What follows belongs to an exercise in optimizing a design on an open flow for small area, a short achievable clock period and few clock cycles per item; a production flow would make more cautious choices.
At most, simulation tests tie the RTL to the original design; equivalence was not proved.
Function not checked in runs 1, 2 and 4: the RTL went through the layout flow alone.
Power figures rest on the tool's default switching activity, not on a simulated workload.

`flow/config.mk`:
```
export PLATFORM = sky130hd
export DESIGN_NAME = start_byte_frame_reassembler
export DESIGN_NICKNAME = start_byte_frame_reassembler
export VERILOG_FILES = /design/flow/design.v
export SDC_FILE = /design/flow/constraint.sdc
export NUM_CORES = 4
export LEC_CHECK = 0
export CAP_MARGIN = 20
export CORE_MARGIN = 2
export CORE_UTILIZATION = 40
export CTS_BUF_LIST = sky130_fd_sc_hd__clkbuf_8
export CTS_CLUSTER_DIAMETER = 50
export CTS_CLUSTER_SIZE = 16
export PLACE_DENSITY = 0.75
export SETUP_SLACK_MARGIN = 3.45
export SLEW_MARGIN = 20
```
`flow/constraint.sdc`:
```
create_clock -name core_clock -period 6.0 [get_ports {clk}]
set_input_delay 1.2000 -clock core_clock [delete_from_list [all_inputs] [get_ports {clk}]]
set_output_delay 1.2000 -clock core_clock [all_outputs]
set_load 0.01 [all_outputs]
```
`flow/design.v`:
```
package sbfr_pkg;
  localparam int FRAME_BYTES_DEF = 121;
  localparam int SLOTS_DEF       = 3;
  localparam logic [7:0] MARKER_RESET = 8'hB0;
  localparam int SLOT_W      = 2;
  localparam int IN_TDATA_W  = 16;
  localparam int OUT_TDATA_W = 40;
  localparam int PAIRS = FRAME_BYTES_DEF / 2;
  function automatic logic [6:0] inc7(input logic [6:0] x);
    logic c;
    c = 1'b1;
    for (int i = 0; i < 7; i++) begin
      inc7[i] = x[i] ^ c;
      c       = c & x[i];
    end
  endfunction
endpackage
module sbfr_frame_mem #(
  parameter int PAIRS = 60
) (
  input  logic             clk,
  input  logic [PAIRS-1:0] tsel,
  input  logic             step_a,    
  input  logic             step_b,    
  input  logic             wr_odd,
  input  logic             wr_last,
  input  logic [7:0]       wdata,
  output logic [15:0]      tail,
  output logic [7:0]       last
);
  logic [15:0] pos [PAIRS];
  logic [7:0]  last_r;
  always_ff @(posedge clk) begin
    if (tsel[0] ? step_a : step_b) pos[0][7:0] <= wdata;
    if (wr_odd) pos[0][15:8] <= wdata;
    for (int p = 1; p < PAIRS; p++) begin
      if (tsel[p] ? step_a : step_b) pos[p] <= pos[p-1];
    end
    if (wr_last) last_r <= wdata;
  end
  assign tail = pos[PAIRS-1];
  assign last = last_r;
endmodule
module sbfr_readout (
  input  logic        clk,
  input  logic        rst_n,
  input  logic        push,
  input  logic [1:0]  slot,
  input  logic        last,
  input  logic [15:0] pair,         
  output logic        room,         
  output logic        room_nxt,     
  output logic        out_tvalid,
  input  logic        out_tready,
  output logic [39:0] out_tdata,
  output logic        out_tlast
);
  localparam int EW = 4 * 6 + 2 + 2;
  function automatic logic [5:0] hex6(input logic [3:0] n, input logic zero);
    logic ge;
    logic [3:0] lo;
    ge = n[3] && (n[2] || n[1]);
    lo = ge ? (n + 4'd7) : n;
    if (zero) hex6 = 6'b0;
    else      hex6 = {ge, !ge, lo};
  endfunction
  function automatic logic [7:0] chr(input logic [5:0] c, input logic c4);
    chr = {1'b0, c[5], c[4], c4, c[3:0]};
  endfunction
  localparam int RW = 1 + 2 + 16;
  function automatic logic [EW-1:0] enc(input logic [RW-1:0] r);
    logic       l;
    logic [15:0] p;
    l = r[18];
    p = r[15:0];
    enc = {!l, l, r[17:16],
           hex6(p[7:4], 1'b0), hex6(p[3:0], 1'b0),
           hex6(p[15:12], l), hex6(p[11:8], l)};
  endfunction
  logic [RW-1:0] new_r;
  assign new_r = {last, slot, pair};
  logic          o_v, o_e_n, s_v;
  logic [EW-1:0] o_e;
  logic [RW-1:0] s_e;
  logic          pop, o_v_nxt, s_v_nxt;
  assign pop      = !o_e_n && out_tready;
  assign o_v_nxt  = (!o_e_n && !pop) || s_v || push;
  assign s_v_nxt  = s_v ? !pop : (push && !o_e_n && !pop);
  assign room     = !s_v;
  assign room_nxt = !s_v_nxt;
  always_ff @(posedge clk) begin
    if (!rst_n) begin
      o_v   <= 1'b0;
      o_e_n <= 1'b1;
      s_v   <= 1'b0;
    end else begin
      o_v   <= o_v_nxt;
      o_e_n <= !o_v_nxt;
      s_v   <= s_v_nxt;
    end
  end
  logic          o_ld;
  logic [EW-1:0] o_d;
  assign o_ld = (o_e_n || pop) && (s_v || push);
  assign o_d  = enc(s_v ? s_e : new_r);
  always_ff @(posedge clk) begin
    if (!rst_n)    o_e <= '0;
    else if (o_ld) o_e <= o_d;
  end
  logic [4:0] o_dup;
  always_ff @(posedge clk) begin
    if (!rst_n)    o_dup <= '1;
    else if (o_ld) o_dup <= {o_d[EW-2], o_d[22], o_d[16], o_d[10], o_d[4]};
  end
  always_ff @(posedge clk) begin
    if (!s_v) s_e <= new_r;
  end
  assign out_tvalid = o_v;
  assign out_tlast  = o_dup[4];
  assign out_tdata  = {3'b000, o_e[EW-1], o_e[EW-2], 1'b0,
                       chr(o_e[23:18], o_dup[3]), chr(o_e[17:12], o_dup[2]),
                       chr(o_e[11:6], o_dup[1]), chr(o_e[5:0], o_dup[0]),
                       o_e[25:24]};
endmodule
module start_byte_frame_reassembler #(
  parameter int FRAME_BYTES = sbfr_pkg::FRAME_BYTES_DEF,
  parameter int SLOTS       = sbfr_pkg::SLOTS_DEF
) (
  input  logic                   clk,
  input  logic                   rst_n,
  input  logic                   cfg_wr_en,
  input  logic [7:0]             cfg_wr_data,
  input  logic                   in_tvalid,
  output logic                   in_tready,
  input  logic [sbfr_pkg::IN_TDATA_W-1:0]  in_tdata,
  input  logic                   in_tuser,
  input  logic                   in_tlast,
  output logic                   out_tvalid,
  input  logic                   out_tready,
  output logic [sbfr_pkg::OUT_TDATA_W-1:0] out_tdata,
  output logic                   out_tlast
);
  localparam int NP = sbfr_pkg::PAIRS;    
  logic [7:0] marker_r;
  always_ff @(posedge clk) begin
    if (!rst_n)         marker_r <= sbfr_pkg::MARKER_RESET;
    else if (cfg_wr_en) marker_r <= cfg_wr_data;
  end
  typedef struct packed {
    logic       func;
    logic [2:0] oh;
    logic [7:0] data;
    logic       cf;
    logic       cl;
    logic       eq;
  } item_t;
  item_t pin_item, ir, sk;
  logic  ir_v, sk_v, rdy_r;
  logic  go, take, accept;
  assign pin_item = {in_tuser,
                     in_tdata[1:0] == 2'd2, in_tdata[1:0] == 2'd1, in_tdata[1:0] == 2'd0,
                     in_tdata[9:2], in_tdata[10], in_tlast,
                     in_tdata[9:2] == marker_r};
  assign in_tready = rdy_r;
  assign accept    = in_tvalid && !sk_v;
  assign take      = !ir_v || go;
  always_ff @(posedge clk) begin
    if (!rst_n) begin
      ir_v  <= 1'b0;
      sk_v  <= 1'b0;
      rdy_r <= 1'b1;
    end else if (take) begin
      ir_v  <= sk_v || accept;
      sk_v  <= 1'b0;
      rdy_r <= 1'b1;
    end else begin
      sk_v  <= sk_v || accept;
      rdy_r <= !sk_v && !accept;
    end
  end
  always_ff @(posedge clk) begin
    if (take)  ir <= sk_v ? sk : pin_item;
    if (!sk_v) sk <= pin_item;
  end
  logic [2:0] q0, q1, q2;
  logic       head_v, rd_step, klast, last_rd, wdec;
  logic       rd_go, room, room_nxt;
  logic [6:0] fill_r [3];
  logic [2:0] hunt_r, full_r, allow_r;
  logic h, par, fl, al;
  logic restart, drop, wr, even, complete, wevn;
  always_comb begin
    h   = |(ir.oh & hunt_r);
    fl  = |(ir.oh & full_r);
    al  = |(ir.oh & (allow_r | (q0 & {3{rd_step}})));
    par = (ir.oh[0] && fill_r[0][0]) || (ir.oh[1] && fill_r[1][0]) || (ir.oh[2] && fill_r[2][0]);
    restart  = ir.cf && ir.eq;
    drop     = !ir.cf && h && !ir.eq;
    wr       = (|ir.oh) && !ir.func && !drop;
    even     = restart || !par;
    complete = wr && !restart && fl;
    wevn     = wr && even && !complete;
  end
  assign go = ir_v && !(wr && even && !al);
  always_ff @(posedge clk) begin
    if (!rst_n) begin
      for (int s = 0; s < 3; s++) fill_r[s] <= '0;
      hunt_r <= '0;
      full_r <= '0;
    end else begin
      for (int s = 0; s < 3; s++) begin
        if (go && ir.oh[s]) begin
          if (ir.func) begin
            fill_r[s] <= '0;
            hunt_r[s] <= 1'b0;
            full_r[s] <= 1'b0;
          end else if (drop) begin
            hunt_r[s] <= !ir.cl;
          end else if (complete) begin
            fill_r[s] <= '0;
            hunt_r[s] <= !ir.cl;
            full_r[s] <= 1'b0;
          end else if (restart) begin
            fill_r[s] <= 7'd1;
            hunt_r[s] <= 1'b0;
            full_r[s] <= 1'b0;
          end else begin
            fill_r[s] <= sbfr_pkg::inc7(fill_r[s]);
            hunt_r[s] <= 1'b0;
            full_r[s] <= (fill_r[s] == 7'd119);
          end
        end
      end
    end
  end
  logic [2:0] w_we, w_wo, w_cmp;
  logic [7:0] w_d;
  always_ff @(posedge clk) begin
    if (!rst_n) begin
      w_we  <= '0;
      w_wo  <= '0;
      w_cmp <= '0;
    end else begin
      w_we  <= (go && wevn) ? ir.oh : 3'b000;
      w_wo  <= (go && wr && !even) ? ir.oh : 3'b000;
      w_cmp <= (go && complete) ? ir.oh : 3'b000;
    end
  end
  always_ff @(posedge clk) w_d <= ir.data;
  logic [2:0] inq;
  logic [5:0] k_eng;      
  logic [2:0] room_t;
  assign head_v  = |q0;
  assign rd_step = rd_go;
  assign klast   = (k_eng == 6'(NP));
  assign last_rd = rd_step && klast;
  assign wdec    = go && wevn && (|(ir.oh & q0));
  logic [2:0] q0_n, q1_n, q2_n, inq_n;
  logic       dnz_n;
  logic [2:0] room_n, room_rd, room_wr;
  always_comb begin
    q0_n = q0;
    q1_n = q1;
    q2_n = q2;
    if (last_rd) begin
      q0_n = q1;
      q1_n = q2;
      q2_n = 3'b000;
    end
    if (w_cmp != 3'b000) begin
      if (q0_n == 3'b000)      q0_n = w_cmp;
      else if (q1_n == 3'b000) q1_n = w_cmp;
      else                     q2_n = w_cmp;
    end
    inq_n = w_cmp | (inq & ~(last_rd ? q0 : 3'b000));
    room_rd = rd_step ? {room_t[1:0], 1'b1} : room_t;
    room_wr = rd_step ? room_t : {1'b0, room_t[2:1]};
    if (last_rd)   room_n = 3'b000;
    else if (wdec) room_n = room_wr;
    else           room_n = room_rd;
    dnz_n = room_n[0];
  end
  always_ff @(posedge clk) begin
    if (!rst_n) begin
      q0      <= '0;
      q1      <= '0;
      q2      <= '0;
      inq     <= '0;
      k_eng   <= '0;
      room_t  <= '0;
      allow_r <= 3'b111;
      rd_go   <= 1'b0;
    end else begin
      rd_go  <= (q0_n != 3'b000) && room_nxt;
      q0     <= q0_n;
      q1     <= q1_n;
      q2     <= q2_n;
      inq    <= inq_n;
      room_t <= room_n;
      if (last_rd)      k_eng <= '0;
      else if (rd_step) k_eng <= 6'(sbfr_pkg::inc7({1'b0, k_eng}));
      for (int s = 0; s < 3; s++) begin
        allow_r[s] <= !(go && complete && ir.oh[s]) && (!inq_n[s] || (q0_n[s] && dnz_n));
      end
    end
  end
  logic [NP-1:0] teng;
  logic [15:0]   tail [3];
  logic [7:0]    lastb [3];
  always_comb begin
    for (int p = 0; p < NP; p++) teng[p] = (6'(p) < k_eng);
  end
  for (genvar s = 0; s < 3; s++) begin : g_lane
    sbfr_frame_mem #(.PAIRS(NP)) u_lane (
      .clk    (clk),
      .tsel   (teng),
      .step_a (w_we[s]),
      .step_b ((rd_step && q0[s]) || (w_we[s] && !inq[s])),
      .wr_odd (w_wo[s]),
      .wr_last(w_cmp[s]),
      .wdata  (w_d),
      .tail   (tail[s]),
      .last   (lastb[s])
    );
  end
  logic [15:0] rd_pair;
  logic [1:0]  rd_slot;
  always_comb begin
    rd_pair = '0;
    for (int s = 0; s < 3; s++) begin
      if (q0[s]) rd_pair = rd_pair | (klast ? {8'h00, lastb[s]} : tail[s]);
    end
    rd_slot = {q0[2], q0[1]};
  end
  sbfr_readout u_readout (
    .clk       (clk),
    .rst_n     (rst_n),
    .push      (rd_step),
    .slot      (rd_slot),
    .last      (klast),
    .pair      (rd_pair),
    .room      (room),
    .room_nxt  (room_nxt),
    .out_tvalid(out_tvalid),
    .out_tready(out_tready),
    .out_tdata (out_tdata),
    .out_tlast (out_tlast)
  );
endmodule
```
`flow/run.sh`:
```
#!/bin/bash
# synth_recipe.tcl (not shown) runs the flow's synth.tcl, then flattens the netlist and writes it again
# the make line also repeats each setting of config.mk as NAME=value (left out here)
make -C /OpenROAD-flow-scripts/flow DESIGN_CONFIG=/design/flow/config.mk WORK_HOME=/design/flow/orfs CLKGATE_MAP_FILE= SYNTH_SCRIPT=/design/flow/synth_recipe.tcl finish
```
==> key figures, run 1 <==
Worst setup path
  • CP Launch Type: register
  • Critical path peak fanout: 27
  • Top cell by count, worst path: nand2_1
  • CP max stage cell: nor2_2
  • Critical path required time: 6.62 ns
  • Largest delay share family, worst path: simple AND/OR/NAND/NOR gates
  • Critical Path End Type: register
  • Worst path arrival time: 3.36 ns
  • Crit-path cells: inv_1 -> nand2_1 -> nor2_2 -> nand2_1 -> a21oi_4
  • Critical setup path kind: reg2reg
  • Worst path max stage delay: 0.50 ns
  • Worst Path Buf+Inv: 1

Layout
  • # fillers: 19000
  • Most frequent cells in the layout: 2919 x edfxtp_1, 219 x clkbuf_8, 176 x nor2_1
  • Layout cell share with drive strength beyond 1: 15.8%
  • Synthesis-to-finish area growth: 11.7%
  • Nets: 4594
  • Leading cell type in the layout, fill and taps excluded: edfxtp_1

Global route
  • Overall routing resource usage: 10.9%
  • Grt total ovfl: 0
  • Initial antenna violation count: 10
  • Vias in the first global route: 37100
  • First-pass GRT wire length: 206000 um
  • Largest net degree at the start of global routing: 59

STA
  • Setup tns final: 0 ns
  • Slew HR: 22.4%
  • Max Clk Rate: 366 MHz
  • Final Hold Fails: 0
  • Clock skew: 0.0727 ns
  • Min Tclk post-route: 2.73 ns
  • Slew Limit Fails: 0
  • Fin crit share: 45.5%
  • Final Worst Setup Slack: 3.27 ns
  • RSZ-0062 raised after global routing: yes
  • Slew @ Worst Pin: 1.16 ns
  • Final setup viols: 0

Run status
  • Status: complete, no violations

Routing
  • First DRT Iteration DRCs: 3396
  • DR WL/cell: 18.2 um
  • Avg Vias per Cell: 4.70
  • Vias post-DR: 36900
  • Final wirelength: 142000 um
  • Post-route ant nets: 0
  • Drt first pass iters: 9
  • Drt drc: 0

Floorplanning
  • Std-Cell Core Area: 240000 um^2
  • Die Width: 495 um
  • Initial Utilization: 40.2%
  • Num ports: 74
  • DIE AREA: 245000 um^2
  • # rows: 180
  • Die H: 495 um

Job
  • Max-Cap Viols: 0

Synth
  • Synthesis Warnings: 8
  • Synthesized instance count: 4190
  • Top_reg_cell synth: edfxtp_1
  • Register area share after synthesis: 93.8%
  • Seq cells post-synth: 3069
  • Post-synth EDFFs: 2919
  • Syn Area/Cell: 23.1 um^2
  • FFs w/ async S/R, synth: 0%
  • Mapped cell area: 96600 um^2
  • Distinct cells, synth: 59

Pwr
  • Pleak: 31.5 nW
  • Pwr dens: 305 nW/um^2
  • Maximum VDD drop: 0.000235 V
  • Design Power: 32.9 mW

Placed design
  • PortBufs: 60
  • Post-Place Worst Slack: 2.13 ns
  • DP HPWL: 91500 um
  • GPL Wtd Cong: 0.899

Clocking
  • Clk sinks: 3069
  • Htree depth: 4
  • Total CTS buffers: 216
  • Max Root-Sink Buffers: 3
  • Clock slew seen by the registers of the worst setup and hold paths: 0.09 ns
  • Clock Tree Root: clkbuf_8
  • Clock latency on the worst-skew pair: 0.95 ns
  • Hold-fix buffers, CTS: 0
  • CTS tree: done

Min path
  • HP Class: reg2reg
## worst paths after layout
kind	from	endpoint	slack [ns]	cells after the start
worst max-delay path	k_eng[3]	g_lane[0].u_lane.pos[0][4]	3.27	5
worst min register to register	ir[7]	w_d[4]	0.35	0
worst min-delay path	ir[7]	w_d[4]	0.35	0
worst max register to register	k_eng[3]	g_lane[0].u_lane.pos[0][4]	3.27	5
## layout make-up
cell class / instances / area, um^2 / share of cell area, %
Antenna cell: 5 / 12.5 / 0.0116
Clock buffer: 219 / 3010 / 2.79
Clock inverter: 109 / 649 / 0.602
Inverter: 30 / 113 / 0.104
Multi-Input combinational cell: 985 / 6860 / 6.36
Sequential cell: 3069 / 90700 / 84.1
Tap cell: 3185 / 3990 / 3.69
Timing Repair Buffer: 239 / 2530 / 2.35
## state kept, by name, indices dropped and copies added, names as in the netlist, 5 cells and up
register / count
u_readout.s_e: 19
fill_r: 21
k_eng: 6
marker_r: 8
ir: 15
sk: 15
g_lane.u_lane.last_r: 24
g_lane.u_lane.pos: 2880
u_readout.o_dup: 5
w_d: 8
u_readout.o_e: 28
## through the flow
| stage | cell area, um^2 | cells | hold WS, ns | util (%) |
|---|---|---|---|---|
| 2_1_floorplan | 97000 | 4197 | 0.323 | - |
| 3_3_place_gp | 102000 | 7433 | 0.323 | 42.5 |
| 6_report | 108000 | 7841 | 0.347 | 44.9 |
| 3_5_place_dp | 102000 | 7434 | 0.327 | 42.5 |
| 5_1_grt | 108000 | 7840 | 0.350 | 44.9 |
| 4_1_cts | 107000 | 7801 | 0.345 | 44.5 |
## logic make-up (layout without fill, tap and decap cells)
group / Yosys count / count (layout) / synth area share, %
adder cells (fa/ha/maj): 22 / 22 / 0.285
flip-flops: 3069 / 3069 / 93.8
buffers and inverters: 145 / 597 / 0.614
multiplexers: 35 / 35 / 0.382
XOR/XNOR: 11 / 11 / 0.0997
other: 1 / 13 / 0.00388
AND/OR/NAND/NOR: 503 / 504 / 2.30
AO/OA/AOI/OAI: 404 / 405 / 2.49
## synthesized netlist by cell type (3+ instances only)
library cell | n | area (um^2)
a21boi_0 | 8 | 60.1
a221oi_1 | 4 | 35.0
o311ai_0 | 4 | 35.0
o211ai_1 | 8 | 60.1
nand4_1 | 5 | 31.3
nand3_2 | 3 | 30.0
clkbuf_1 | 93 | 349
a211oi_1 | 6 | 45.0
nand4b_1 | 7 | 61.3
ha_1 | 22 | 275
nand2_1 | 175 | 657
a22oi_1 | 4 | 30.0
or2_2 | 10 | 62.6
mux2i_1 | 20 | 200
o21ai_0 | 106 | 531
nand3_1 | 43 | 215
and2_1 | 15 | 93.8
buf_4 | 8 | 60.1
a31oi_1 | 9 | 56.3
o31a_1 | 5 | 43.8
nor3_1 | 11 | 55.1
and4_1 | 4 | 35.0
dfxtp_1 | 150 | 3000
o31ai_1 | 9 | 67.6
o21ai_1 | 7 | 35.0
a21o_1 | 9 | 67.6
inv_1 | 30 | 113
buf_2 | 9 | 45.0
buf_1 | 4 | 15.0
nand2b_1 | 12 | 75.1
a222oi_1 | 23 | 230
edfxtp_1 | 2919 | 87700
nor2_1 | 186 | 698
a21oi_1 | 183 | 916
mux2_2 | 15 | 169
and3_1 | 18 | 113
xnor2_1 | 11 | 96.3
or3_1 | 6 | 37.5
o22ai_1 | 3 | 18.8
a31o_2 | 3 | 26.3
## layer usage
metal | up-vias | GRT usage (%) | wire [um]
li1 | 17000 | - | -
met3 | 225 | 2.87 | 11600
met1 | 18600 | 12.3 | 53100
met2 | 1038 | 20.0 | 74200
met5 | - | 0 | 0
met4 | 0 | 3.51 | 3500
## what timing repair did
item                                     CTS  global route
cloned                                     2             3
endpoints found under the setup margin  2572          1734
pin swaps                                 13            17
setup buffers                             37            32
resized for setup                        317            72
## where the power goes
part / total [mW] / switching [mW] / leakage, nW / internal (mW)
logic: 0.229 / 0.159 / 3.76 / 0.0694
clock network: 9.50 / 5.99 / 2.14 / 3.51
registers: 23.2 / 0.0408 / 25.6 / 23.2
total: 32.9 / 6.19 / 31.5 / 26.8
==> run 2, diff against run 1 <==
--- a/flow/config.mk
+++ b/flow/config.mk
@@ -11,6 +11,5 @@
 export CTS_BUF_LIST = sky130_fd_sc_hd__clkbuf_8
 export CTS_CLUSTER_DIAMETER = 50
 export CTS_CLUSTER_SIZE = 16
-export PLACE_DENSITY = 0.75
-export SETUP_SLACK_MARGIN = 3.45
+export SETUP_SLACK_MARGIN = 3.55
 export SLEW_MARGIN = 20
==> key figures, run 2 <==
Clocking
  • Clk sinks: 3069
  • Clock Tree Root: clkbuf_8
  • Clock slew seen by the registers of the worst setup and hold paths: 0.10 ns
  • CTS tree: done
  • Htree depth: 4
  • Hold-fix buffers, CTS: 0
  • Total CTS buffers: 223
  • Clock latency on the worst-skew pair: 0.95 ns
  • Max Root-Sink Buffers: 3

Placed design
  • GPL Wtd Cong: 0.834
  • Placed Instances: 7401
  • PortBufs: 60
  • DP HPWL: 89600 um

STA
  • RSZ-0062 raised after global routing: yes
  • Final setup viols: 0
  • Hold_ws: 0.349 ns
  • Setup tns final: 0 ns
  • Fin crit share: 44.1%
  • Clock skew: 0.0549 ns
  • Slew Limit Fails: 0
  • Slew @ Worst Pin: 1.20 ns
  • Min Tclk post-route: 2.65 ns
  • Max Clk Rate: 378 MHz
  • Slew HR: 20.2%
  • Final Hold Fails: 0

Synth
  • Syn Area/Cell: 23.1 um^2
  • Mapped cell area: 96600 um^2
  • Synth top cells by count: 2919 x edfxtp_1, 186 x nor2_1, 183 x a21oi_1
  • Yosys top cell by area: edfxtp_1
  • Post-synth EDFFs: 2919
  • Top_reg_cell synth: edfxtp_1
  • Register area share after synthesis: 93.8%
  • Seq cells post-synth: 3069
  • Post-synth top area share: 90.7%
  • Cell with the most instances after synthesis: edfxtp_1
  • Synthesized instance count: 4190
  • Top cells by area, synth: edfxtp_1 91%, dfxtp_1 3.1%, a21oi_1 0.95%
  • FFs w/ async S/R, synth: 0%
  • Distinct cells, synth: 59
  • Synthesis Warnings: 8

Layout
  • Flip-flop and latch area: 90700 um^2
  • Layout cell share with drive strength beyond 1: 18.6%
  • Leading cell type in the layout, fill and taps excluded: edfxtp_1
  • Largest registers: g_lane.u_lane.pos (2880), u_readout.o_e (28), g_lane.u_lane.last_r (24)
  • Final non-filler cell total: 7898
  • Synthesis-to-finish area growth: 14.0%
  • Most frequent cells in the layout: 2919 x edfxtp_1, 226 x clkbuf_8, 177 x nor2_1
  • Nets: 4663
  • Largest reg by FF count: g_lane.u_lane.pos
  • Max reg flops: 2880
  • # fillers: 19600
  • Area of the multi-input gates: 7770 um^2

Pwr
  • Maximum VDD drop: 0.000301 V
  • Clock power share: 29.6%
  • Switching fraction of total power: 19.1%
  • Pleak: 32.1 nW
  • Int Power: 27.0 mW
  • Pwr dens: 303 nW/um^2
  • Register share of total power: 69.6%
  • Sw power: 6.36 mW
  • Gate power share: 0.8%

Floorplanning
  • DIE AREA: 245000 um^2
  • Initial Utilization: 40.2%
  • # rows: 180
  • Die Width: 495 um
  • Num ports: 74
  • Std-Cell Core Area: 240000 um^2
  • Die H: 495 um

Worst setup path
  • CP Launch Type: register
  • Worst Path Buf+Inv: 1
  • Worst path max stage delay: 0.39 ns
  • Critical path peak fanout: 2
  • CP max stage cell: dfxtp_4
  • Crit-path cells: buf_6
  • Largest delay share family, worst path: flip-flops
  • Critical path required time: 4.80 ns
  • Critical setup path kind: reg2out
  • Critical Path End Type: primary output
  • Worst path arrival time: 1.45 ns

Job
  • Max-Cap Viols: 0

Routing
  • Avg Vias per Cell: 4.68
  • Drt drc: 0
  • First DRT Iteration DRCs: 2933
  • DR WL/cell: 17.7 um
  • Final wirelength: 140000 um
  • Post-route ant nets: 0
  • Drt first pass iters: 5
  • Vias post-DR: 36900

Global route
  • First-pass GRT wire length: 205000 um
  • Overall routing resource usage: 11.0%
  • Initial antenna violation count: 13
  • Grt total ovfl: 0
  • Vias in the first global route: 36800
  • Largest net degree at the start of global routing: 46

Run status
  • Status: complete, no violations

Min path
  • HP Class: reg2reg
[run 2: cell types whose count changed in the layout (fill, tap and decap cells not counted), sizes merged]
cell	previous run	this run
clkbuf	221	229
o21ai	113	116
inv	122	100
bufinv	2	4
clkinvlp	8	4
and4	5	6
buf	212	268
clkinv	7	19
bufbuf	1	2
[run 2: routing by layer]
| layer | wire length [um] | GRT usage [%] |
|---|---|---|
| met5 | 0 | 0 |
| met3 | 8290 | 2.58 |
| met4 | 4710 | 4.18 |
| met2 | 74000 | 20.1 |
| met1 | 53000 | 12.3 |
[run 2: power by group through the flow]
stage	Clock, mW	Sequential, mW	Combinational [mW]
after floorplan	0	23.7	0.105
after global placement	0	23.7	0.200
after detailed placement	0	23.7	0.205
after CTS	10.4	23.2	0.244
after global routing	11.1	23.2	0.280
final	9.89	23.2	0.262
[run 2: layout make-up]
class	instances	area share (%)
Tap cell	3185	3.62
Sequential cell	3069	82.4
Antenna cell	5	0.0114
Clock inverter	97	0.681
Multi-Input combinational cell	989	7.06
Clock buffer	226	2.82
Timing Repair Buffer	297	3.31
Inverter	30	0.102
[run 2: metrics by stage]
stage / power [mW] / worst slack, ns / util (%) / instance area (um^2)
after floorplan: 23.8 / 3.22 / - / 97400
after global placement: 23.9 / 2.03 / 42.5 / 102000
after detailed placement: 23.9 / 1.94 / 42.5 / 102000
after CTS: 33.8 / 3.23 / 45.2 / 109000
after global routing: 34.6 / 3.22 / 45.8 / 110000
final: 33.4 / 3.35 / 45.8 / 110000
[run 2: timing repair]
item | CTS | global route
resized for setup | 420 | 86
setup buffers | 87 | 70
cloned | 4 | 7
endpoints found under the setup margin | 2787 | 1636
pin swaps | 36 | 40
[run 2: logic make-up after synthesis]
family | after synthesis | share of synthesized area [%]
flops | 3069 | 93.8
xor+xnor | 11 | 0.0997
fa+ha+maj | 22 | 0.285
other cells | 1 | 0.00388
compound gates | 404 | 2.49
simple gates | 503 | 2.30
mux | 35 | 0.382
buf+inv | 145 | 0.614
[run 2: final timing paths]
check | start | slack [ns] | to | cells after the start
worst max-delay path | u_readout.o_e[12] | 3.35 | out_tdata[18] | 1
worst min-delay path | ir[5] | 0.35 | w_d[2] | 0
worst max register to register | k_eng[1] | 3.55 | g_lane[2].u_lane.pos[22][3] | 7
worst min register to register | ir[5] | 0.35 | w_d[2] | 0
==> run 3, diff against run 2 <==
--- a/flow/design.v
+++ b/flow/design.v
@@ -179,12 +179,16 @@
     end
   end
   always_ff @(posedge clk) begin
-    if (take)  ir <= sk_v ? sk : pin_item;
+    if (!rst_n)    ir <= '0;
+    else if (take) ir <= sk_v ? sk : pin_item;
+  end
+  always_ff @(posedge clk) begin
     if (!sk_v) sk <= pin_item;
   end
   logic [2:0] q0, q1, q2;
   logic       head_v, rd_step, klast, last_rd, wdec;
-  logic       rd_go, room, room_nxt;
+  logic       rd_go, room, room_nxt, klast_r;
+  logic [2:0] rdsel_r;
   logic [6:0] fill_r [3];
   logic [2:0] hunt_r, full_r, allow_r;
   logic h, par, fl, al;
@@ -252,7 +256,7 @@
   logic [2:0] room_t;
   assign head_v  = |q0;
   assign rd_step = rd_go;
-  assign klast   = (k_eng == 6'(NP));
+  assign klast   = klast_r;
   assign last_rd = rd_step && klast;
   assign wdec    = go && wevn && (|(ir.oh & q0));
   logic [2:0] q0_n, q1_n, q2_n, inq_n;
@@ -290,8 +294,12 @@
       room_t  <= '0;
       allow_r <= 3'b111;
       rd_go   <= 1'b0;
+      rdsel_r <= '0;
+      klast_r <= 1'b0;
     end else begin
-      rd_go  <= (q0_n != 3'b000) && room_nxt;
+      rd_go   <= (q0_n != 3'b000) && room_nxt;
+      rdsel_r <= room_nxt ? q0_n : 3'b000;
+      klast_r <= !last_rd && (rd_step ? (k_eng == 6'(NP - 1)) : klast_r);
       q0     <= q0_n;
       q1     <= q1_n;
       q2     <= q2_n;
@@ -315,7 +323,7 @@
       .clk    (clk),
       .tsel   (teng),
       .step_a (w_we[s]),
-      .step_b ((rd_step && q0[s]) || (w_we[s] && !inq[s])),
+      .step_b (rdsel_r[s] || (w_we[s] && !inq[s])),
       .wr_odd (w_wo[s]),
       .wr_last(w_cmp[s]),
       .wdata  (w_d),
--- a/flow/config.mk
+++ b/flow/config.mk
@@ -8,8 +8,8 @@
 export CAP_MARGIN = 20
 export CORE_MARGIN = 2
 export CORE_UTILIZATION = 40
-export CTS_BUF_LIST = sky130_fd_sc_hd__clkbuf_8
-export CTS_CLUSTER_DIAMETER = 50
-export CTS_CLUSTER_SIZE = 16
+export CTS_BUF_LIST = sky130_fd_sc_hd__clkbuf_16
+export CTS_CLUSTER_DIAMETER = 60
+export CTS_CLUSTER_SIZE = 30
 export SETUP_SLACK_MARGIN = 3.55
 export SLEW_MARGIN = 20
==> key figures, run 3 <==
Pwr
  • Gate power share: 0.4%
  • Clock power share: 33.3%
  • Int Power: 28.3 mW
  • Pleak: 32.4 nW
  • Register share of total power: 66.3%
  • Pwr dens: 318 nW/um^2
  • Switching fraction of total power: 19.0%
  • Sw power: 6.64 mW
  • Maximum VDD drop: 0.000288 V
  • Design Power: 34.9 mW

Clocking
  • Clock latency on the worst-skew pair: 0.82 ns
  • Clock Tree Root: clkbuf_16
  • Htree depth: 4
  • Clk sinks: 3073
  • Clock slew seen by the registers of the worst setup and hold paths: 0.10 ns
  • CTS tree: done
  • Hold-fix buffers, CTS: 0
  • Max Root-Sink Buffers: 3
  • Total CTS buffers: 143

Worst setup path
  • Worst path arrival time: 1.28 ns
  • Critical setup path kind: reg2out
  • Worst r2r src: k_eng[3]
  • Critical path required time: 4.80 ns
  • Critical path peak fanout: 2
  • Worst Path Buf+Inv: 1
  • Crit-path cells: buf_6
  • CP Launch Type: register
  • R2r setup slk: 3.55 ns
  • Reg2reg end: g_lane[1].u_lane.pos[28][6]
  • CP max stage cell: dfxtp_4
  • Worst path max stage delay: 0.37 ns
  • Critical Path End Type: primary output
  • Worst reg2reg path depth: 5
  • Largest delay share family, worst path: flip-flops

Layout
  • Nets: 4534
  • Largest registers: g_lane.u_lane.pos (2880), u_readout.o_e (28), g_lane.u_lane.last_r (24)
  • # fillers: 19600
  • Largest reg by FF count: g_lane.u_lane.pos
  • Flip-flop and latch area: 90700 um^2
  • Leading cell type in the layout, fill and taps excluded: edfxtp_1
  • Layout cell share with drive strength beyond 1: 16.2%
  • Final core occ: 45.6%
  • Most frequent cells in the layout: 2904 x edfxtp_1, 210 x nor2_1, 147 x clkbuf_16
  • Synthesis-to-finish area growth: 13.5%
  • Area of the multi-input gates: 7020 um^2
  • Max reg flops: 2880

Routing
  • Drt drc: 0
  • Avg Vias per Cell: 4.72
  • DR WL/cell: 18.6 um
  • Vias post-DR: 36700
  • Post-route ant nets: 0
  • Drt first pass iters: 7
  • Final wirelength: 145000 um
  • First DRT Iteration DRCs: 3263

Global route
  • GR Util met1: 14.9%
  • Met2 GRT Util: 19.9%
  • Met3 usage: 2.50%
  • First-pass GRT wire length: 216000 um
  • Grt total ovfl: 0
  • Vias in the first global route: 36500
  • Initial antenna violation count: 8
  • Largest net degree at the start of global routing: 64
  • GRT busiest layer: met2
  • Overall routing resource usage: 11.6%

Min path
  • Hold Crit Depth: 0
  • HP Class: reg2reg
  • Hold worst-path end: w_d[3]
  • Hold wc startpoint: ir[6]

Synth
  • Mapped cell area: 96600 um^2
  • Synthesized instance count: 4165
  • Post-synth EDFFs: 2904
  • Synth top cells by count: 2904 x edfxtp_1, 217 x nor2_1, 194 x a21oi_1
  • Seq cells post-synth: 3073
  • Post-synth top area share: 90.2%
  • Top cells by area, synth: edfxtp_1 90%, dfxtp_1 3.5%, a21oi_1 1.0%
  • FFs w/ async S/R, synth: 0%
  • Synthesis Warnings: 8
  • Top_reg_cell synth: edfxtp_1
  • Syn Area/Cell: 23.2 um^2
  • Yosys top cell by area: edfxtp_1
  • Register area share after synthesis: 93.7%
  • Distinct cells, synth: 62
  • Cell with the most instances after synthesis: edfxtp_1

STA
  • Max Clk Rate: 404 MHz
  • Min Tclk post-route: 2.48 ns
  • Slew Limit Fails: 0
  • Final setup viols: 0
  • Slew @ Worst Pin: 1.14 ns
  • Clock skew: 0.0496 ns
  • RSZ-0062 raised after global routing: yes
  • Final Hold Fails: 0
  • Slew HR: 24.1%
  • Fin crit share: 41.3%
  • Setup tns final: 0 ns

Job
  • Max-Cap Viols: 0

Placed design
  • DP HPWL: 92500 um
  • GPL Wtd Cong: 0.805
  • PortBufs: 60

Floorplanning
  • DIE AREA: 246000 um^2
  • # rows: 180
  • Die Width: 496 um
  • Std-Cell Core Area: 240000 um^2
  • Initial Utilization: 40.2%
  • Num ports: 74
  • Die H: 496 um

Run status
  • Status: complete, no violations
==> run 3: cell count changes after synthesis, sizes merged, moves of 11 or more <==
cell	previous run	this run
o21ai	113	92
dfxtp	150	169
nand2	175	124
mux2i	20	34
nor2	187	218
edfxtp	2919	2904
nand3	46	26
mux2	15	38
clkbuf	93	81
a21oi	183	194
==> run 3: worst max path at each step <==
stage	slack [ns]	depth (start not counted)	start	to
after floorplan	3.19	6	k_eng[1]	g_lane[1].u_lane.pos[4][0]
after global placement	2.09	6	k_eng[1]	g_lane[1].u_lane.pos[22][11]
after detailed placement	2.39	4	k_eng[5]	g_lane[0].u_lane.pos[58][7]
after CTS	3.45	1	u_readout.o_e[13]	out_tdata[19]
after global routing	3.45	1	u_readout.o_e[18]	out_tdata[26]
final	3.52	1	u_readout.o_e[18]	out_tdata[26]
==> run 3: area by class of cell <==
class | instances | share of cell area, %
Multi-Input combinational cell | 969 | 6.40
Inverter | 26 | 0.0936
Clock buffer | 146 | 3.33
Antenna cell | 3 | 0.00685
Tap cell | 3185 | 3.63
Timing Repair Buffer | 266 | 2.76
Clock inverter | 99 | 1.07
Sequential cell | 3073 | 82.7
==> run 3: layer usage <==
layer	part of all wire, %	vias to the layer above
met5	0	-
met2	50	764
met3	6.1	218
met4	2.5	0
li1	-	16900
met1	41	18800
==> run 3: cell families after synthesis <==
| logic type | share of synthesized area (%) |
|---|---|
| AOI/OAI and AO/OA | 2.39 |
| xor gates and xnor gates | 0.127 |
| adders and majority gates | 0.311 |
| buffers and inverters | 0.570 |
| DFF | 93.7 |
| muxes | 0.795 |
| other | 0.00388 |
| and+or+nand+nor | 2.07 |
==> run 3: power by group through the flow <==
stage	Combinational, mW	Clock [mW]	Sequential [mW]
floorplan	0.0739	0	23.6
global placement	0.115	0	23.7
detailed placement	0.116	0	23.7
CTS	0.128	12.1	23.2
global route	0.145	12.8	23.2
finish	0.132	11.6	23.2
==> run 3: stage by stage <==
| step | cells | setup WS, ns | instance area [um^2] | hold WS, ns |
|---|---|---|---|---|
| 2_1_floorplan | 4172 | 3.19 | 96900 | 0.330 |
| 3_3_place_gp | 7417 | 2.09 | 102000 | 0.335 |
| 3_5_place_dp | 7417 | 2.39 | 102000 | 0.336 |
| 4_1_cts | 7727 | 3.45 | 109000 | 0.341 |
| 5_1_grt | 7765 | 3.45 | 110000 | 0.347 |
| 6_report | 7767 | 3.52 | 110000 | 0.342 |
==> run 3: worst register-to-register path: cells and delay by family, from the launching register on <==
kind	cells	cell delay, ns
compound gates	2	0.48
buf+inv	1	0.20
flops	1	0.59
mux	1	0.46
simple gates	1	0.42
==> run 3: timing repair <==
| item | 4_1_cts | 5_1_grt |
|---|---|---|
| buffers inserted | 64 | 37 |
| setup endpoints to repair | 2885 | 1225 |
| resized for setup | 383 | 52 |
| pin swaps | 16 | 11 |
| gates cloned | 1 | 0 |
Testbench counts of run 3, summed over its fixed seeds: cycles 31,989, items 30,995.
==> run 4, diff against run 3 <==
--- a/flow/design.v
+++ b/flow/design.v
@@ -315,8 +315,23 @@
   logic [NP-1:0] teng;
   logic [15:0]   tail [3];
   logic [7:0]    lastb [3];
+  logic [7:0] k_hi_eq, k_lo_eq, k_hi_gt, k_lo_gt;
   always_comb begin
-    for (int p = 0; p < NP; p++) teng[p] = (6'(p) < k_eng);
+    for (int j = 0; j < 8; j++) begin
+      k_hi_eq[j] = (k_eng[5:3] == 3'(j));
+      k_lo_eq[j] = (k_eng[2:0] == 3'(j));
+    end
+    for (int j = 0; j < 8; j++) begin
+      k_hi_gt[j] = 1'b0;
+      k_lo_gt[j] = 1'b0;
+      for (int i = j + 1; i < 8; i++) begin
+        k_hi_gt[j] = k_hi_gt[j] | k_hi_eq[i];
+        k_lo_gt[j] = k_lo_gt[j] | k_lo_eq[i];
+      end
+    end
+    for (int p = 0; p < NP; p++) begin
+      teng[p] = k_hi_gt[p / 8] | (k_hi_eq[p / 8] & k_lo_gt[p % 8]);
+    end
   end
   for (genvar s = 0; s < 3; s++) begin : g_lane
     sbfr_frame_mem #(.PAIRS(NP)) u_lane (
==> key figures, run 4 <==
Global route
  • First-pass GRT wire length: 215000 um
  • Vias in the first global route: 37000
  • Initial antenna violation count: 11
  • Overall routing resource usage: 11.6%
  • Grt total ovfl: 0
  • Largest net degree at the start of global routing: 53

Clocking
  • Htree depth: 4
  • Total CTS buffers: 145
  • Clock Tree Root: clkbuf_16
  • Hold-fix buffers, CTS: 0
  • Max Root-Sink Buffers: 3
  • Clk sinks: 3073
  • Clock slew seen by the registers of the worst setup and hold paths: 0.10 ns
  • Clock latency on the worst-skew pair: 0.82 ns
  • CTS tree: done

Pwr
  • Clock power share: 33.5%
  • Maximum VDD drop: 0.000241 V
  • Gate power share: 0.5%
  • Switching fraction of total power: 19.4%
  • Int Power: 28.3 mW
  • Sw power: 6.83 mW
  • Register share of total power: 66.0%
  • Pleak: 34.6 nW
  • Pwr dens: 304 nW/um^2

Layout
  • Post-route cell area: 115000 um^2
  • Leading cell type in the layout, fill and taps excluded: edfxtp_1
  • # fillers: 19000
  • Max reg flops: 2880
  • Synthesis-to-finish area growth: 19.3%
  • Most frequent cells in the layout: 2904 x edfxtp_1, 171 x clkbuf_16, 162 x buf_4
  • Largest reg by FF count: g_lane.u_lane.pos
  • Nets: 4816
  • Layout cell share with drive strength beyond 1: 23.6%
  • Largest registers: g_lane.u_lane.pos (2880), u_readout.o_e (28), g_lane.u_lane.last_r (24)
  • Flip-flop and latch area: 90700 um^2
  • Area of the multi-input gates: 8610 um^2

Synth
  • Synthesized instance count: 4180
  • Top_reg_cell synth: edfxtp_1
  • Post-synth EDFFs: 2904
  • Syn Area/Cell: 23.2 um^2
  • Mapped cell area: 96800 um^2
  • Synthesis Warnings: 8
  • Seq cells post-synth: 3073
  • Top cells by area, synth: edfxtp_1 90%, dfxtp_1 3.5%, a21oi_1 0.98%
  • Post-synth top area share: 90.1%
  • Synth top cells by count: 2904 x edfxtp_1, 200 x nor2_1, 190 x a21oi_1
  • Distinct cells, synth: 68
  • Yosys top cell by area: edfxtp_1
  • Cell with the most instances after synthesis: edfxtp_1
  • Register area share after synthesis: 93.6%
  • FFs w/ async S/R, synth: 0%

Floorplanning
  • Num ports: 74
  • # rows: 180
  • Die H: 496 um
  • Std-Cell Core Area: 241000 um^2
  • Initial Utilization: 40.2%
  • Die Width: 496 um
  • DIE AREA: 246000 um^2

Routing
  • Vias post-DR: 37700
  • Avg Vias per Cell: 4.69
  • DR WL/cell: 18.9 um
  • First DRT Iteration DRCs: 3219
  • Drt first pass iters: 6
  • Drt drc: 0
  • Final wirelength: 152000 um
  • Post-route ant nets: 0

Worst setup path
  • CP Launch Type: register
  • Worst path arrival time: 3.34 ns
  • Critical path required time: 6.51 ns
  • Worst r2r src: k_eng[0]
  • Critical Path End Type: register
  • CP Launch Point: k_eng[0]
  • Critical setup path kind: reg2reg
  • Critical path peak fanout: 16

STA
  • Clock skew: 0.0606 ns
  • Fin crit share: 47.2%
  • Max Clk Rate: 353 MHz
  • Final setup viols: 0
  • Slew @ Worst Pin: 1.16 ns
  • RSZ-0062 raised after global routing: yes
  • Setup tns final: 0 ns
  • Slew HR: 22.9%
  • Min Tclk post-route: 2.83 ns
  • Slew Limit Fails: 0
  • Final Hold Fails: 0

Placed design
  • Placed cell areas: 102000 um^2
  • GPL Wtd Cong: 0.804
  • PortBufs: 60
  • DP HPWL: 91300 um

Min path
  • HP Class: reg2reg
  • Hold wc startpoint: ir[4]

Run status
  • Status: complete, no violations

Job
  • Max-Cap Viols: 0
run 4: cell types whose count changed in the layout (fill, tap and decap cells not counted), sizes merged, moves of 9 or more:
cell	previous run	this run
nor3	12	21
and2	20	7
nand2	124	142
clkbuf	148	171
inv	73	86
or2	14	5
nor2	218	201
o21ai	92	104
buf	240	471
run 4: kinds of logic after synthesis:
kind of cell,count (synthesis),share of synthesized area [%]
and+or+nand+nor,452,2.05
buffers and inverters,140,0.602
adders and majority gates,27,0.349
DFF,3073,93.6
other,1,0.00387
muxes,75,0.825
AOI/OAI and AO/OA,396,2.43
xor gates and xnor gates,16,0.145
run 4: final cells by class:
cell class	instances	share of cell area (%)
tap	3185	3.45
clock buffer	148	3.21
inverter	33	0.122
multi-input combinational	986	7.45
clock inverter	102	1.10
sequential	3073	78.5
antenna	2	0.00433
timing repair buffer	519	6.13
run 4: power groups by stage:
stage,Clock [mW],Combinational [mW],Sequential (mW)
floorplan,0,0.0949,23.6
global placement,0,0.140,23.7
detailed placement,0,0.142,23.7
CTS,12.2,0.163,23.2
global route,12.9,0.188,23.2
finish,11.8,0.173,23.2
run 4: worst paths after layout:
path                                 endpoint  slack [ns]  cells after the start
setup reg to reg  g_lane[2].u_lane.pos[40][9]        3.17                     12
hold / removal                         w_d[1]        0.35                      0
hold reg to reg                        w_d[1]        0.35                      0
setup / recovery  g_lane[2].u_lane.pos[40][9]        3.17                     12
run 4: metrics by stage:
stage / worst slack, ns / cells / util (%) / power, mW / hold slack (ns)
after floorplan: 3.24 / 4187 / - / 23.7 / 0.330
after global placement: 2.26 / 7382 / 42.6 / 23.8 / 0.338
after detailed placement: 2.29 / 7382 / 42.6 / 23.8 / 0.335
after CTS: 3.21 / 7914 / 46.9 / 35.5 / 0.351
after global routing: 3.14 / 8047 / 48.0 / 36.3 / 0.359
final: 3.17 / 8048 / 48.0 / 35.1 / 0.349
run 4: worst max-delay path, stage by stage (launching register included):
cell     delay [ns]
dfxtp_4        0.38
ha_4           0.18
ha_4           0.17
a21o_4         0.19
or4_4          0.55
buf_12         0.19
nand2_8        0.08
a21bo_4        0.17
buf_12         0.12
buf_12         0.10
nor2_1         0.06
a21oi_4        0.17
buf_12         0.16
run 4: repair_timing:
action                                  4_1_cts  5_1_grt
pin swaps                                    48       44
gates resized for setup                     505      235
cloned                                       21       32
buffers inserted                            261      100
endpoints found under the setup margin     2785     2498
run 4: per-layer routing:
layer	track usage (%)	routed length, um	vias up
li1	-	-	17500
met1	13.6	57500	19200
met2	21.3	82500	805
met3	2.53	8870	193
met4	3.06	3140	0
met5	0	0	-
==> run 5, diff against run 4 <==
--- a/flow/design.v
+++ b/flow/design.v
@@ -252,7 +252,7 @@
   end
   always_ff @(posedge clk) w_d <= ir.data;
   logic [2:0] inq;
-  logic [5:0] k_eng;      
+  logic [6:0] k_lo_t, k_hi_t;
   logic [2:0] room_t;
   assign head_v  = |q0;
   assign rd_step = rd_go;
@@ -290,7 +290,8 @@
       q1      <= '0;
       q2      <= '0;
       inq     <= '0;
-      k_eng   <= '0;
+      k_lo_t  <= '0;
+      k_hi_t  <= '0;
       room_t  <= '0;
       allow_r <= 3'b111;
       rd_go   <= 1'b0;
@@ -299,14 +300,23 @@
     end else begin
       rd_go   <= (q0_n != 3'b000) && room_nxt;
       rdsel_r <= room_nxt ? q0_n : 3'b000;
-      klast_r <= !last_rd && (rd_step ? (k_eng == 6'(NP - 1)) : klast_r);
+      klast_r <= !last_rd && (rd_step ? (k_hi_t[6] && k_lo_t[2] && !k_lo_t[3]) : klast_r);
       q0     <= q0_n;
       q1     <= q1_n;
       q2     <= q2_n;
       inq    <= inq_n;
       room_t <= room_n;
-      if (last_rd)      k_eng <= '0;
-      else if (rd_step) k_eng <= 6'(sbfr_pkg::inc7({1'b0, k_eng}));
+      if (last_rd) begin
+        k_lo_t <= '0;
+        k_hi_t <= '0;
+      end else if (rd_step) begin
+        if (k_lo_t[6]) begin
+          k_lo_t <= '0;
+          k_hi_t <= {k_hi_t[5:0], 1'b1};
+        end else begin
+          k_lo_t <= {k_lo_t[5:0], 1'b1};
+        end
+      end
       for (int s = 0; s < 3; s++) begin
         allow_r[s] <= !(go && complete && ir.oh[s]) && (!inq_n[s] || (q0_n[s] && dnz_n));
       end
@@ -315,22 +325,13 @@
   logic [NP-1:0] teng;
   logic [15:0]   tail [3];
   logic [7:0]    lastb [3];
-  logic [7:0] k_hi_eq, k_lo_eq, k_hi_gt, k_lo_gt;
+  logic [7:0] hi_gt, hi_ge, lo_gt;
+  assign hi_gt = {1'b0, k_hi_t};
+  assign hi_ge = {k_hi_t, 1'b1};
+  assign lo_gt = {1'b0, k_lo_t};
   always_comb begin
-    for (int j = 0; j < 8; j++) begin
-      k_hi_eq[j] = (k_eng[5:3] == 3'(j));
-      k_lo_eq[j] = (k_eng[2:0] == 3'(j));
-    end
-    for (int j = 0; j < 8; j++) begin
-      k_hi_gt[j] = 1'b0;
-      k_lo_gt[j] = 1'b0;
-      for (int i = j + 1; i < 8; i++) begin
-        k_hi_gt[j] = k_hi_gt[j] | k_hi_eq[i];
-        k_lo_gt[j] = k_lo_gt[j] | k_lo_eq[i];
-      end
-    end
     for (int p = 0; p < NP; p++) begin
-      teng[p] = k_hi_gt[p / 8] | (k_hi_eq[p / 8] & k_lo_gt[p % 8]);
+      teng[p] = hi_gt[p / 8] | (hi_ge[p / 8] & lo_gt[p % 8]);
     end
   end
   for (genvar s = 0; s < 3; s++) begin : g_lane
==> key figures, run 5 <==
Run status
  • Status: complete, no violations

Routing
  • First DRT Iteration DRCs: 3135
  • Highest metal used: met4
  • Vias post-DR: 36200
  • Wire length on met2: 73700 um
  • Drt drc: 0
  • Post-route ant nets: 0
  • M1 WL: 58500 um
  • Drt first pass iters: 5
  • Final wirelength: 143000 um
  • DR WL/cell: 18.4 um
  • Avg Vias per Cell: 4.65
  • Met3 wire length: 7670 um

Layout
  • # fillers: 19700
  • Nets: 4527
  • Largest reg by FF count: g_lane.u_lane.pos
  • Synthesis-to-finish area growth: 12.1%
  • Layout cell share with drive strength beyond 1: 14.0%
  • Leading cell type in the layout, fill and taps excluded: edfxtp_1
  • Area of the multi-input gates: 5910 um^2
  • Flip-flop and latch area: 90800 um^2
  • Final core occ: 45.1%
  • Largest registers: g_lane.u_lane.pos (2880), u_readout.o_e (28), g_lane.u_lane.last_r (24)
  • Max reg flops: 2880
  • Most frequent cells in the layout: 2904 x edfxtp_1, 214 x nor2_1, 207 x a21oi_1

Synth
  • Post-synth EDFFs: 2904
  • Synth top cells by count: 2904 x edfxtp_1, 251 x a21oi_1, 216 x nor2_1
  • Mapped cell area: 96800 um^2
  • Syn Area/Cell: 23.1 um^2
  • Distinct cells, synth: 63
  • Seq cells post-synth: 3081
  • Yosys top cell by area: edfxtp_1
  • Top_reg_cell synth: edfxtp_1
  • Register area share after synthesis: 93.8%
  • Cell with the most instances after synthesis: edfxtp_1
  • Top cells by area, synth: edfxtp_1 90%, dfxtp_1 3.7%, a21oi_1 1.3%
  • FFs w/ async S/R, synth: 0%
  • Synthesis Warnings: 8
  • Synthesized instance count: 4185
  • Post-synth top area share: 90.1%

Worst setup path
  • Critical path peak fanout: 2
  • Critical Path End Type: primary output
  • CP max stage cell: dfxtp_2
  • Worst Path Buf+Inv: 1
  • Worst path arrival time: 1.29 ns
  • Crit-path cells: buf_6
  • Worst path max stage delay: 0.37 ns
  • CP Launch Type: register
  • Largest delay share family, worst path: flip-flops
  • Critical path required time: 4.80 ns
  • Critical setup path kind: reg2out

Clocking
  • Clk sinks: 3081
  • Clock Tree Root: clkbuf_16
  • Total CTS buffers: 150
  • Max Root-Sink Buffers: 3
  • Htree depth: 4
  • Clock slew seen by the registers of the worst setup and hold paths: 0.11 ns
  • Clock latency on the worst-skew pair: 0.81 ns
  • CTS tree: done

Placed design
  • PortBufs: 60
  • GPL Wtd Cong: 0.772
  • Post-Place Worst Slack: 2.42 ns
  • DP HPWL: 92900 um

Floorplanning
  • Num ports: 74
  • DIE AREA: 246000 um^2
  • Die Width: 496 um
  • Std-Cell Core Area: 241000 um^2
  • Initial Utilization: 40.2%
  • Die H: 496 um
  • # rows: 180

Pwr
  • Pleak: 32.3 nW
  • Maximum VDD drop: 0.000281 V
  • Register share of total power: 65.3%
  • Clock power share: 34.3%
  • Switching fraction of total power: 19.7%
  • Gate power share: 0.4%
  • Sw power: 7.00 mW
  • Pwr dens: 328 nW/um^2
  • Design Power: 35.6 mW
  • Int Power: 28.6 mW

Global route
  • Grt total ovfl: 0
  • Vias in the first global route: 35700
  • Largest net degree at the start of global routing: 63
  • First-pass GRT wire length: 211000 um
  • Overall routing resource usage: 11.5%
  • Initial antenna violation count: 7

STA
  • Max Clk Rate: 402 MHz
  • Slew HR: 25.4%
  • Slew Limit Fails: 0
  • Min Tclk post-route: 2.49 ns
  • Fin crit share: 41.4%
  • Slew @ Worst Pin: 1.12 ns
  • Setup tns final: 0 ns
  • RSZ-0062 raised after global routing: yes
  • Final setup viols: 0
  • Clock skew: 0.0342 ns
  • Hold_ws: 0.350 ns
  • Final Hold Fails: 0
  • Final Worst Setup Slack: 3.51 ns

Min path
  • HP Class: reg2reg

Job
  • Max-Cap Viols: 0
-- run 5: changes by cell type after synthesis, sizes merged, moves of 6 or more --
cell / before / now
dfxtp: 169 / 177
nor2: 201 / 216
mux2i: 37 / 31
a21oi: 190 / 252
ha: 27 / 19
o21ai: 101 / 66
clkbuf: 84 / 91
nand2: 142 / 129
inv: 32 / 25
-- run 5: logic make-up after synthesis --
| logic type | Yosys count | share of synthesized area (%) |
|---|---|---|
| other | 1 | 0.00388 |
| DFF | 3081 | 93.8 |
| and+or+nand+nor | 449 | 2.00 |
| adders and majority gates | 19 | 0.246 |
| muxes | 67 | 0.740 |
| buffers and inverters | 144 | 0.643 |
| AOI/OAI and AO/OA | 411 | 2.48 |
| xor gates and xnor gates | 13 | 0.118 |
-- run 5: area by class of cell --
type,count,share of cell area (%)
antenna,15,0.0346
clock buffer,154,3.55
clock inverter,112,1.38
inverter,25,0.0865
multi-input combinational,969,5.45
sequential,3081,83.7
tap,3185,3.67
timing repair buffer,250,2.07
-- run 5: power groups by stage --
stage	clock (mW)	combinational [mW]	sequential (mW)
after floorplan	0	0.0953	23.7
after global placement	0	0.132	23.7
after detailed placement	0	0.134	23.7
after CTS	12.7	0.144	23.2
after global routing	13.4	0.167	23.2
final	12.2	0.153	23.2
-- run 5: timing repair --
| action | 4_1_cts | 5_1_grt |
|---|---|---|
| setup endpoints to repair | 2275 | 835 |
| gates resized for setup | 279 | 29 |
| cloned | 1 | 1 |
| hold buffers | 0 | 0 |
| buffers inserted | 19 | 14 |
| pin swaps | 8 | 8 |
-- run 5: metal layers --
metal	vias up	global-route usage [%]
met5	-	0
met4	0	3.28
met3	197	2.38
met2	770	20.4
met1	18300	14.2
li1	16900	-
-- run 5: worst reg2reg max path, cell delays in order (launching register included) --
cell      delay (ns)
dfxtp_1         0.34
buf_8           0.18
a222oi_1        0.67
mux2_4          0.27
o21ai_1         0.09
inv_1           0.11
ha_1            0.24
a211o_1         0.27
a21oi_1         0.17
-- run 5: worst paths after layout --
check	start	end	slack, ns	depth (start not counted)
max	u_readout.o_e[15]	out_tdata[21]	3.51	1
min	ir[9]	w_d[6]	0.35	0
max reg2reg	q0[2]	u_readout.o_e[19]	3.57	8
min reg2reg	ir[9]	w_d[6]	0.35	0
-- run 5: stage by stage --
step | instance area, um^2 | cells
final | 108000 | 7791
after global routing | 108000 | 7777
after CTS | 108000 | 7760
after detailed placement | 102000 | 7474
after global placement | 102000 | 7473
after floorplan | 96800 | 4192
Testbench counts of run 5, summed over its fixed seeds: cycles 31,989, items 30,995.
==> run 6, diff against run 5 <==
--- a/flow/config.mk
+++ b/flow/config.mk
@@ -11,5 +11,5 @@
 export CTS_BUF_LIST = sky130_fd_sc_hd__clkbuf_16
 export CTS_CLUSTER_DIAMETER = 60
 export CTS_CLUSTER_SIZE = 30
-export SETUP_SLACK_MARGIN = 3.55
+export SETUP_SLACK_MARGIN = 3.65
 export SLEW_MARGIN = 20
==> key figures, run 6 <==
Routing
  • DR WL/cell: 18.6 um
  • Drt first pass iters: 8
  • Avg Vias per Cell: 4.64
  • Vias post-DR: 36200
  • Drt drc: 0
  • Final wirelength: 145000 um
  • First DRT Iteration DRCs: 3261
  • Post-route ant nets: 0

Layout
  • Final core occ: 45.1%
  • Largest registers: g_lane.u_lane.pos (2880), u_readout.o_e (28), g_lane.u_lane.last_r (24)
  • Most frequent cells in the layout: 2904 x edfxtp_1, 214 x nor2_1, 204 x a21oi_1
  • Nets: 4540
  • Leading cell type in the layout, fill and taps excluded: edfxtp_1
  • Synthesis-to-finish area growth: 12.2%
  • Layout cell share with drive strength beyond 1: 14.6%
  • Max reg flops: 2880
  • Largest reg by FF count: g_lane.u_lane.pos

Worst setup path
  • Worst Path Buf+Inv: 1
  • Critical path required time: 4.80 ns
  • CP Launch Type: register
  • Critical path peak fanout: 2
  • Critical setup path kind: reg2out
  • Worst path arrival time: 1.27 ns
  • Critical Path End Type: primary output
  • CP max stage cell: dfxtp_4
  • Worst path max stage delay: 0.37 ns
  • Crit-path cells: buf_6
  • Largest delay share family, worst path: flip-flops

Synth
  • Synthesized instance count: 4185
  • Post-synth top area share: 90.1%
  • Top_reg_cell synth: edfxtp_1
  • Distinct cells, synth: 63
  • Synthesis Warnings: 8
  • Post-synth EDFFs: 2904
  • FFs w/ async S/R, synth: 0%
  • Syn Area/Cell: 23.1 um^2
  • Register area share after synthesis: 93.8%
  • Top cells by area, synth: edfxtp_1 90%, dfxtp_1 3.7%, a21oi_1 1.3%
  • Synth top cells by count: 2904 x edfxtp_1, 251 x a21oi_1, 216 x nor2_1
  • Yosys top cell by area: edfxtp_1
  • Cell with the most instances after synthesis: edfxtp_1
  • Mapped cell area: 96800 um^2
  • Seq cells post-synth: 3081

STA
  • Slew Limit Fails: 0
  • Clock skew: 0.0451 ns
  • Min Tclk post-route: 2.47 ns
  • Slew @ Worst Pin: 1.11 ns
  • Final setup viols: 0
  • Setup tns final: 0 ns
  • Final Hold Fails: 0
  • Fin crit share: 41.2%
  • Max Clk Rate: 404 MHz
  • Slew HR: 26.2%
  • RSZ-0062 raised after global routing: yes
  • Hold_ws: 0.333 ns

Global route
  • Overall routing resource usage: 11.6%
  • First-pass GRT wire length: 214000 um
  • Grt total ovfl: 0
  • Largest net degree at the start of global routing: 64
  • Vias in the first global route: 35900
  • Initial antenna violation count: 8

Clocking
  • Max Root-Sink Buffers: 3
  • Clk sinks: 3081
  • Clock Tree Root: clkbuf_16
  • Htree depth: 4
  • Hold-fix buffers, CTS: 0
  • Clock slew seen by the registers of the worst setup and hold paths: 0.09 ns
  • CTS tree: done
  • Total CTS buffers: 152
  • Clock latency on the worst-skew pair: 0.81 ns

Floorplanning
  • Initial Utilization: 40.2%
  • # rows: 180
  • Num ports: 74
  • DIE AREA: 246000 um^2
  • Die H: 496 um
  • Std-Cell Core Area: 241000 um^2
  • Die Width: 496 um

Run status
  • Status: complete, no violations

Job
  • Max-Cap Viols: 0

Placed design
  • PortBufs: 60
  • DP HPWL: 92900 um
  • GPL Wtd Cong: 0.753

Min path
  • HP Class: reg2reg

Pwr
  • Pwr dens: 329 nW/um^2
  • Maximum VDD drop: 0.000304 V
  • Pleak: 32.4 nW
==> run 6: cell counts after synthesis <==
No cell type changed its count.
==> run 6: repair_timing <==
action                                  4_1_cts  5_1_grt
endpoints found under the setup margin     1806      230
gates cloned                                  2        2
pin swaps                                    17       13
gates resized for setup                     290       38
buffers inserted                             21       18
==> run 6: final cells by class <==
type | instances | area [um^2]
antenna | 6 | 15.0
tap | 3185 | 3990
fill | 19800 | 132000
clock inverter | 117 | 1570
multi-input combinational | 969 | 5950
clock buffer | 153 | 3830
sequential | 3081 | 90800
timing repair buffer | 261 | 2310
inverter | 25 | 100
==> run 6: worst paths after layout <==
check	start	endpoint	slack, ns	depth (start not counted)
setup / recovery	u_readout.o_e[18]	out_tdata[26]	3.53	1
setup reg to reg	q0[2]	u_readout.o_e[19]	3.63	8
hold / removal	ir[6]	w_d[3]	0.33	0
hold reg to reg	ir[6]	w_d[3]	0.33	0
==> run 6: kinds of logic after synthesis <==
kind of cell | Yosys count | share of synthesized area [%]
multiplexers | 67 | 0.740
XOR/XNOR | 13 | 0.118
buffers and inverters | 144 | 0.643
AND/OR/NAND/NOR | 449 | 2.00
AO/OA/AOI/OAI | 411 | 2.48
flip-flops | 3081 | 93.8
adder cells (fa/ha/maj) | 19 | 0.246
other | 1 | 0.00388
==> run 6: power by group <==
group	switching [mW]	internal, mW	total, mW	leakage (nW)
clock network	6.90	5.40	12.3	2.64
logic	0.0903	0.0569	0.147	3.97
registers	0.0573	23.2	23.2	25.7
total	7.05	28.6	35.7	32.4
==> run 6: per-layer routing <==
layer | share of wire [%] | track usage, % | up-vias | wire [um]
met1 | 41 | 14.4 | 18300 | 58800
li1 | - | - | 17000 | -
met3 | 5.6 | 2.42 | 197 | 8050
met4 | 2.7 | 3.44 | 0 | 3900
met2 | 51 | 20.5 | 746 | 74100
met5 | 0 | 0 | - | 0
==> run 6: per-stage QoR <==
| stage | std cells | setup slack [ns] | area, um^2 | power (mW) |
|---|---|---|---|---|
| 2_1_floorplan | 4192 | 3.50 | 96800 | 23.8 |
| 3_3_place_gp | 7478 | 2.61 | 102000 | 23.9 |
| 3_5_place_dp | 7478 | 2.59 | 102000 | 23.9 |
| 4_1_cts | 7771 | 3.44 | 108000 | 36.2 |
| 5_1_grt | 7792 | 3.44 | 109000 | 36.9 |
| 6_report | 7797 | 3.53 | 109000 | 35.7 |
==> run 7, diff against run 6 <==
--- a/flow/config.mk
+++ b/flow/config.mk
@@ -9,7 +9,7 @@
 export CORE_MARGIN = 2
 export CORE_UTILIZATION = 40
 export CTS_BUF_LIST = sky130_fd_sc_hd__clkbuf_16
-export CTS_CLUSTER_DIAMETER = 60
+export CTS_CLUSTER_DIAMETER = 100
 export CTS_CLUSTER_SIZE = 30
 export SETUP_SLACK_MARGIN = 3.65
 export SLEW_MARGIN = 20
==> key figures, run 7 <==
Floorplanning
  • Initial Utilization: 40.2%
  • Die H: 496 um
  • Die Width: 496 um
  • Num ports: 74
  • DIE AREA: 246000 um^2

Routing
  • Final wirelength: 143000 um
  • Drt drc: 0
  • First DRT Iteration DRCs: 3335
  • Avg Vias per Cell: 4.67
  • Vias post-DR: 35800
  • Drt first pass iters: 6

Synth
  • Distinct cells, synth: 63
  • Top cells by area, synth: edfxtp_1 90%, dfxtp_1 3.7%, a21oi_1 1.3%
  • Cell with the most instances after synthesis: edfxtp_1
  • Synthesized instance count: 4185
  • Yosys top cell by area: edfxtp_1
  • FFs w/ async S/R, synth: 0%
  • Register area share after synthesis: 93.8%
  • Post-synth top area share: 90.1%
  • Post-synth EDFFs: 2904
  • Synthesis Warnings: 8
  • Synth top cells by count: 2904 x edfxtp_1, 251 x a21oi_1, 216 x nor2_1

Run status
  • Status: complete, no violations

Clocking
  • Clock latency on the worst-skew pair: 0.81 ns
  • Total CTS buffers: 113
  • Clock slew seen by the registers of the worst setup and hold paths: 0.12 ns
  • Clk sinks: 3081
  • Max Root-Sink Buffers: 3
  • Clock Tree Root: clkbuf_16

Min path
  • Hold wc startpoint: ir[6]
  • HP Class: reg2reg
  • Hold Crit Depth: 0
  • Hold worst-path end: w_d[3]

Worst setup path
  • Critical path peak fanout: 2
  • Worst r2r src: w_we[0]
  • Worst Path Buf+Inv: 1
  • Critical Path End Type: primary output
  • Worst reg2reg path depth: 4
  • CP Launch Type: register
  • Crit-path cells: buf_6
  • R2r setup slk: 3.69 ns
  • CP max stage cell: dfxtp_4

STA
  • Clock skew: 0.0572 ns
  • Hold_ws: 0.351 ns
  • Slew @ Worst Pin: 1.12 ns
  • Final Worst Setup Slack: 3.51 ns
  • Final Hold Fails: 0
  • RSZ-0062 raised after global routing: yes
  • Slew Limit Fails: 0
  • Max Clk Rate: 401 MHz
  • Setup tns final: 0 ns
  • Fin crit share: 41.6%

Layout
  • Largest reg by FF count: g_lane.u_lane.pos
  • Most frequent cells in the layout: 2904 x edfxtp_1, 214 x nor2_1, 206 x a21oi_1
  • Synthesis-to-finish area growth: 9.70%
  • Max reg flops: 2880
  • Layout cell share with drive strength beyond 1: 11.7%

Pwr
  • Maximum VDD drop: 0.000302 V
  • Register share of total power: 71.2%
  • Pwr dens: 307 nW/um^2
  • Switching fraction of total power: 18.0%
  • Sw power: 5.88 mW
  • Int Power: 26.8 mW

Global route
  • Largest net degree at the start of global routing: 64
  • Grt total ovfl: 0
  • Overall routing resource usage: 11.4%
  • First-pass GRT wire length: 211000 um
  • Vias in the first global route: 35500

Placed design
  • Post-Place Worst Slack: 2.59 ns
  • PortBufs: 60
  • DP HPWL: 92900 um
## run 7: per-layer routing
layer	vias to the layer above	wire length, um	share of wire [%]	GRT usage [%]
met5	-	0	0	0
met4	0	3770	2.6	3.20
met3	173	7160	5.0	2.05
met2	701	73600	51	20.4
met1	18200	58400	41	14.3
li1	16700	-	-	-
## run 7: power by group through the flow
stage | logic (mW) | clock network [mW] | registers, mW
after floorplan | 0.0954 | 0 | 23.7
after global placement | 0.132 | 0 | 23.7
after detailed placement | 0.133 | 0 | 23.7
after CTS | 0.142 | 9.66 | 23.2
after global routing | 0.158 | 10.4 | 23.3
final | 0.145 | 9.25 | 23.2
## run 7: through the flow
stage | instances | area (um^2) | util [%]
2_1_floorplan | 4192 | 96800 | -
3_3_place_gp | 7478 | 102000 | 42.5
3_5_place_dp | 7478 | 102000 | 42.5
4_1_cts | 7642 | 106000 | 44.0
5_1_grt | 7657 | 106000 | 44.1
6_report | 7663 | 106000 | 44.1
## run 7: area by class of cell
| type | instances | area (um^2) |
|---|---|---|
| Fill cell | 20000 | 134000 |
| Clock buffer | 113 | 2830 |
| Multi-Input combinational cell | 969 | 5940 |
| Tap cell | 3185 | 3990 |
| Antenna cell | 7 | 17.5 |
| Timing Repair Buffer | 252 | 2170 |
| Clock inverter | 31 | 298 |
| Inverter | 25 | 93.8 |
| Sequential cell | 3081 | 90800 |
## run 7: repair_timing
action                                   CTS  global route
pin swaps                                 11             7
endpoints found under the setup margin  1843           328
hold buffers                               0             0
buffers inserted                          18            13
cloned                                     2             1
resized for setup                        287            36
## run 7: worst max-delay path by stage
stage	endpoint	slack, ns	depth (start not counted)	startpoint
2_1_floorplan	g_lane[0].u_lane.pos[1][0]	3.50	4	w_we[0]
6_report	out_tdata[26]	3.51	1	u_readout.o_e[18]
3_3_place_gp	full_r[2]	2.61	8	rst_n
4_1_cts	out_tdata[26]	3.41	1	u_readout.o_e[18]
3_5_place_dp	full_r[0]	2.59	8	rst_n
5_1_grt	out_tdata[26]	3.41	1	u_readout.o_e[18]
## run 7: cells by family (layout without fill, tap and decap cells)
| family | Yosys count | count (layout) | synth area share, % |
|---|---|---|---|
| AOI/OAI and AO/OA | 411 | 413 | 2.48 |
| xor gates and xnor gates | 13 | 13 | 0.118 |
| adders and majority gates | 19 | 19 | 0.246 |
| buffers and inverters | 144 | 421 | 0.643 |
| DFF | 3081 | 3081 | 93.8 |
| muxes | 67 | 67 | 0.740 |
| other | 1 | 15 | 0.00388 |
| and+or+nand+nor | 449 | 449 | 2.00 |

Setup slack of run 7, layout unchanged: 3.505 ns with ideal ports, 3.424 ns with driving cells assumed (clock clkbuf_16, inputs buf_2), 2.908 ns with port delays also shifted by the 0.858 ns mid clock arrival.
